Background: an optimization exercise with open tools, aiming at small area and a short achievable clock period. Do not read the settings as production practice.
Function was checked by simulation only, so behaviour that the tests miss may differ from the original.
No activity file was given, so power comes from the tool's default toggle rates.

build 4:
==> flow/design.v <==
module alu_issue #(
  parameter int IMEM_DEPTH  = 64,
  parameter int PC_W        = 6,
  parameter int HOLD_CYCLES = 4
) (
  input  logic            clk,
  input  logic            rst_n,
  input  logic            start,
  input  logic            prog_we,
  input  logic [PC_W-1:0] prog_addr,
  input  logic [28:0]     prog_data,
  input  logic            ovf_in,
  output logic [28:0]     inst,
  output logic            inst_valid,
  output logic [PC_W-1:0] pc,
  output logic            busy,
  output logic            done,
  output logic [15:0]     issue_cnt,
  output logic [7:0]      ovf_cnt
);
  localparam int HC_W = (HOLD_CYCLES > 1) ? $clog2(HOLD_CYCLES) : 1;
  logic [28:0]     imem [IMEM_DEPTH];
  logic            fetch_q, hold_q, busy_q, ready_q, done_q;
  logic [HC_W-1:0] hold_cnt;
  logic            nop_active;
  logic [PC_W-1:0] pc_nx;         
  logic [28:0]     pf;            
  logic            pf_halt;       
  logic            pf_rep;        
  logic [IMEM_DEPTH-1:0] rd_sel;
  logic [28:0]     rd_word, rd_lo, rd_hi;
  logic [28:0]     w0_nx;
  localparam int LO_W = PC_W / 2;
  localparam int HI_W = PC_W - LO_W;
  localparam int LO_N = 1 << LO_W;
  localparam int HI_N = 1 << HI_W;
  logic            stg_hit0;
  logic [HI_N-1:0] stg_hi;
  logic [LO_N-1:0] stg_lo;
  logic [28:0]     stg_data;
  logic            wr, launch, last_hold, end_real, end_nop, at_end, stop, issue_go;
  logic            ovf_stop;
  assign busy = busy_q;
  assign done = done_q;
  assign wr        = prog_we && ready_q;
  assign launch    = start && ready_q;
  assign last_hold = hold_q && (hold_cnt == HC_W'(HOLD_CYCLES - 1));
  assign end_real  = last_hold && !nop_active;
  assign end_nop   = last_hold && nop_active;
  assign at_end    = (pc == PC_W'(IMEM_DEPTH - 1));
  assign issue_go  = fetch_q && !pf_halt;
  assign ovf_stop = 1'b0;
  assign stop = at_end || ovf_stop;
  always_ff @(posedge clk) begin
    for (int h = 0; h < HI_N; h++) stg_hi[h] <= wr && (prog_addr[PC_W-1:LO_W] == HI_W'(h));
    for (int l = 0; l < LO_N; l++) stg_lo[l] <= (prog_addr[LO_W-1:0] == LO_W'(l));
    stg_data <= prog_data;
    stg_hit0 <= wr && (prog_addr == '0);
    for (int i = 0; i < IMEM_DEPTH; i++)
      if (stg_hi[i / LO_N] && stg_lo[i % LO_N]) imem[i] <= stg_data;
  end
  always_ff @(posedge clk) begin
    for (int i = 0; i < IMEM_DEPTH; i++) rd_sel[i] <= (pc_nx == PC_W'(i));
  end
  always_comb begin
    rd_lo = '0;
    rd_hi = '0;
    for (int i = 0; i < IMEM_DEPTH / 2; i++)
      rd_lo = rd_lo | ({29{rd_sel[i]}} & imem[i]);
    for (int i = IMEM_DEPTH / 2; i < IMEM_DEPTH; i++)
      rd_hi = rd_hi | ({29{rd_sel[i]}} & imem[i]);
  end
  assign rd_word = (hold_cnt == '0) ? rd_lo : (pf | rd_hi);
  assign w0_nx   = (wr && prog_addr == '0) ? prog_data : stg_hit0 ? stg_data : imem[0];
  always_ff @(posedge clk) begin
    if (ready_q) pf <= w0_nx;
    else if (hold_q && !nop_active) pf <= rd_word;
  end
  assign pf_halt = (pf[28:24] == 5'h1F);
  assign pf_rep  = (pf == inst);
  always_ff @(posedge clk or negedge rst_n) begin
    if (!rst_n) begin
      fetch_q <= 1'b0;
      hold_q  <= 1'b0;
      busy_q  <= 1'b0;
      ready_q <= 1'b1;
      done_q  <= 1'b0;
    end else begin
      fetch_q <= launch || (end_real && !stop);
      hold_q  <= issue_go || (hold_q && !end_real);
      busy_q  <= launch || (end_real && !stop) || issue_go || (hold_q && !end_real);
      ready_q <= !(launch || (end_real && !stop) || issue_go || (hold_q && !end_real));
      done_q  <= (done_q && !start) || (fetch_q && pf_halt) || (end_real && stop);
    end
  end
  always_ff @(posedge clk or negedge rst_n) begin
    if (!rst_n) begin
      inst       <= '0;
      inst_valid <= 1'b0;
      pc         <= '0;
      pc_nx      <= PC_W'(1);
      issue_cnt  <= '0;
      ovf_cnt    <= '0;
      hold_cnt   <= '0;
      nop_active <= 1'b0;
    end else begin
      if (launch) begin
        pc        <= '0;
        pc_nx     <= PC_W'(1);
        issue_cnt <= '0;
        ovf_cnt   <= '0;
      end
      if (issue_go) begin
        inst       <= pf_rep ? 29'h0 : pf;
        inst_valid <= !pf_rep;
        nop_active <= pf_rep;
        if (!pf_rep) issue_cnt <= issue_cnt + 16'd1;
      end
      if (hold_q) hold_cnt <= (hold_cnt == HC_W'(HOLD_CYCLES - 1)) ? '0 : hold_cnt + HC_W'(1);
      if (end_nop) begin
        inst       <= pf;
        inst_valid <= 1'b1;
        nop_active <= 1'b0;
        issue_cnt  <= issue_cnt + 16'd1;
      end
      if (end_real) begin
        inst_valid <= 1'b0;
        if (ovf_in && ovf_cnt != 8'hFF) ovf_cnt <= ovf_cnt + 8'd1;
        if (!stop) begin
          pc    <= pc + PC_W'(1);
          pc_nx <= pc_nx + PC_W'(1);
        end
      end
    end
  end
endmodule
Settings: LEC_CHECK=0, CAP_MARGIN=20, CORE_MARGIN=2, CORE_UTILIZATION=72, CTS_CLUSTER_DIAMETER=80, CTS_CLUSTER_SIZE=25, SETUP_SLACK_MARGIN=3.2, SLEW_MARGIN=20; clock period 5.5 ns.
run.sh (not shown) runs the stock make flow with config.mk's settings and CLKGATE_MAP_FILE= SYNTH_SCRIPT=/design/flow/synth_recipe.tcl, a recipe that flattens the netlist after the stock synthesis.
The inputs of build 85 differ from those of build 4 as listed below.
Settings: a change of CTS_CLUSTER_SIZE from 25 to 20; a change of CORE_UTILIZATION from 72 to 65; a change of SETUP_SLACK_MARGIN from 3.2 to 3.3; a change of CTS_CLUSTER_DIAMETER from 80 to 100.
[summary]
Routing usage on met2 | build 85 below build 4
Against build 4, build 85 reports a logic depth of the worst path, buffers included that is lower.
Any difference in clock transition at the registers of the reported paths between build 4 and build 85 is small enough to ignore.
Build 85 vs build 4, utilization went down by 6.6 points.
Reported for build 4 and build 85, synthesized cell count turned out identical to the last digit.
From build 4 to build 85 the numbers moved as follows: core outline area now sits higher; sequential share of layout area now sits lower; amount of wire on met3 after detailed routing now sits lower; total wire length now sits higher; worst hold slack now sits higher.
Number of setup buffers added after CTS in build 85 vs build 4: up 52
[inputs] build 86 vs build 85
Settings: swapping 100 for 80 in CTS_CLUSTER_DIAMETER; swapping 3.3 for 3.1 in SETUP_SLACK_MARGIN; swapping 20 for 25 in CTS_CLUSTER_SIZE; swapping 65 for 72 in CORE_UTILIZATION.
Notes after the runs:
- Build 86 | status: complete | timing, DRC, antenna: pass
- sky130_fd_sc_hd__dfrtp_1 as the slowest library cell on the worst path was reported by build 85, and sky130_fd_sc_hd__edfxtp_1 by build 86.
- Post-route fraction of the period consumed by the critical path in build 86 is 0.53 points above build 85.
- Build 85 → build 86: clock insertion delay at the later pin of the skew report decreased 0.02 ns; critical path arrival increased 1.75 ns; combinational group share of total power decreased 1.6 points.
Changes in build 96 relative to build 86:
Settings: CTS_CLUSTER_SIZE now 20, was 25; CORE_UTILIZATION now 65, was 72; CTS_CLUSTER_DIAMETER now 100, was 80; SETUP_SLACK_MARGIN now 3.0, was 3.1.
## What came out
Build 96 completed every stage of the flow, and the final layout passed the timing, DRC and antenna checks. Looking at worst setup slack across build 96 and build 86, the one that comes out higher is build 86. When build 96 is measured against build 86, its total net switching power turns out 5.0% higher. [build 96 vs build 86] global-route wire length before repair: higher in build 96. Of build 96 and build 86, build 86 shows the lower power share of the clock group, with build 96 above it. Comparing time the worst path needs with I/O delays and setup for build 96 and build 86, the bigger number came from build 96. Reported for build 96 and build 86, sequential cell count turned out identical to the last digit. Largest stage delay on the critical path: lower on build 96. Cell type of the slowest stage on the worst timing path = sky130_fd_sc_hd__edfxtp_1: build 86; cell type of the slowest stage on the worst timing path = sky130_fd_sc_hd__dfxtp_2: build 96. Sort build 96 and build 86 by wire length, ascending, and build 86 comes first. Build 96: cell area after placement higher than build 86. Build 96 drops fewer vias than build 86. Fraction of cell area in non-clock buffers delta for build 96 relative to build 86: 0.20 points higher.

## afterwards: timing with drivers on the ports
In the flow no input, the clock included, has a driving cell. The finished layouts below were timed again as built, in two steps.
Step 1 assumes that a clkbuf_16 drives the clock port and a buf_2 every other input.
Step 2 adds t to the input delays and takes it off the output delays; t is the mean of the earliest and latest rising clock arrival at the registers after step 1. Input paths then give back, and output paths get back, about the clock's delay inside the block.
Slacks: no drivers / after step 1 / after step 2; pairs: no drivers / after step 1.
run	t, ns	slack for setup (ns)	pins driven straight from the clock port
build 4	0.805	3.069 / 3.016 / 2.473	1
build 85	0.820	3.072 / 2.992 / 2.552	1
build 86	0.793	3.043 / 3.013 / 2.402	1
build 96	0.802	2.971 / 2.941 / 2.229	1
After both steps setup and hold are still met in every run listed. For build 96, which loses most, drivers alone change the setup slack by -0.030 ns; drivers and shift together by -0.742 ns.
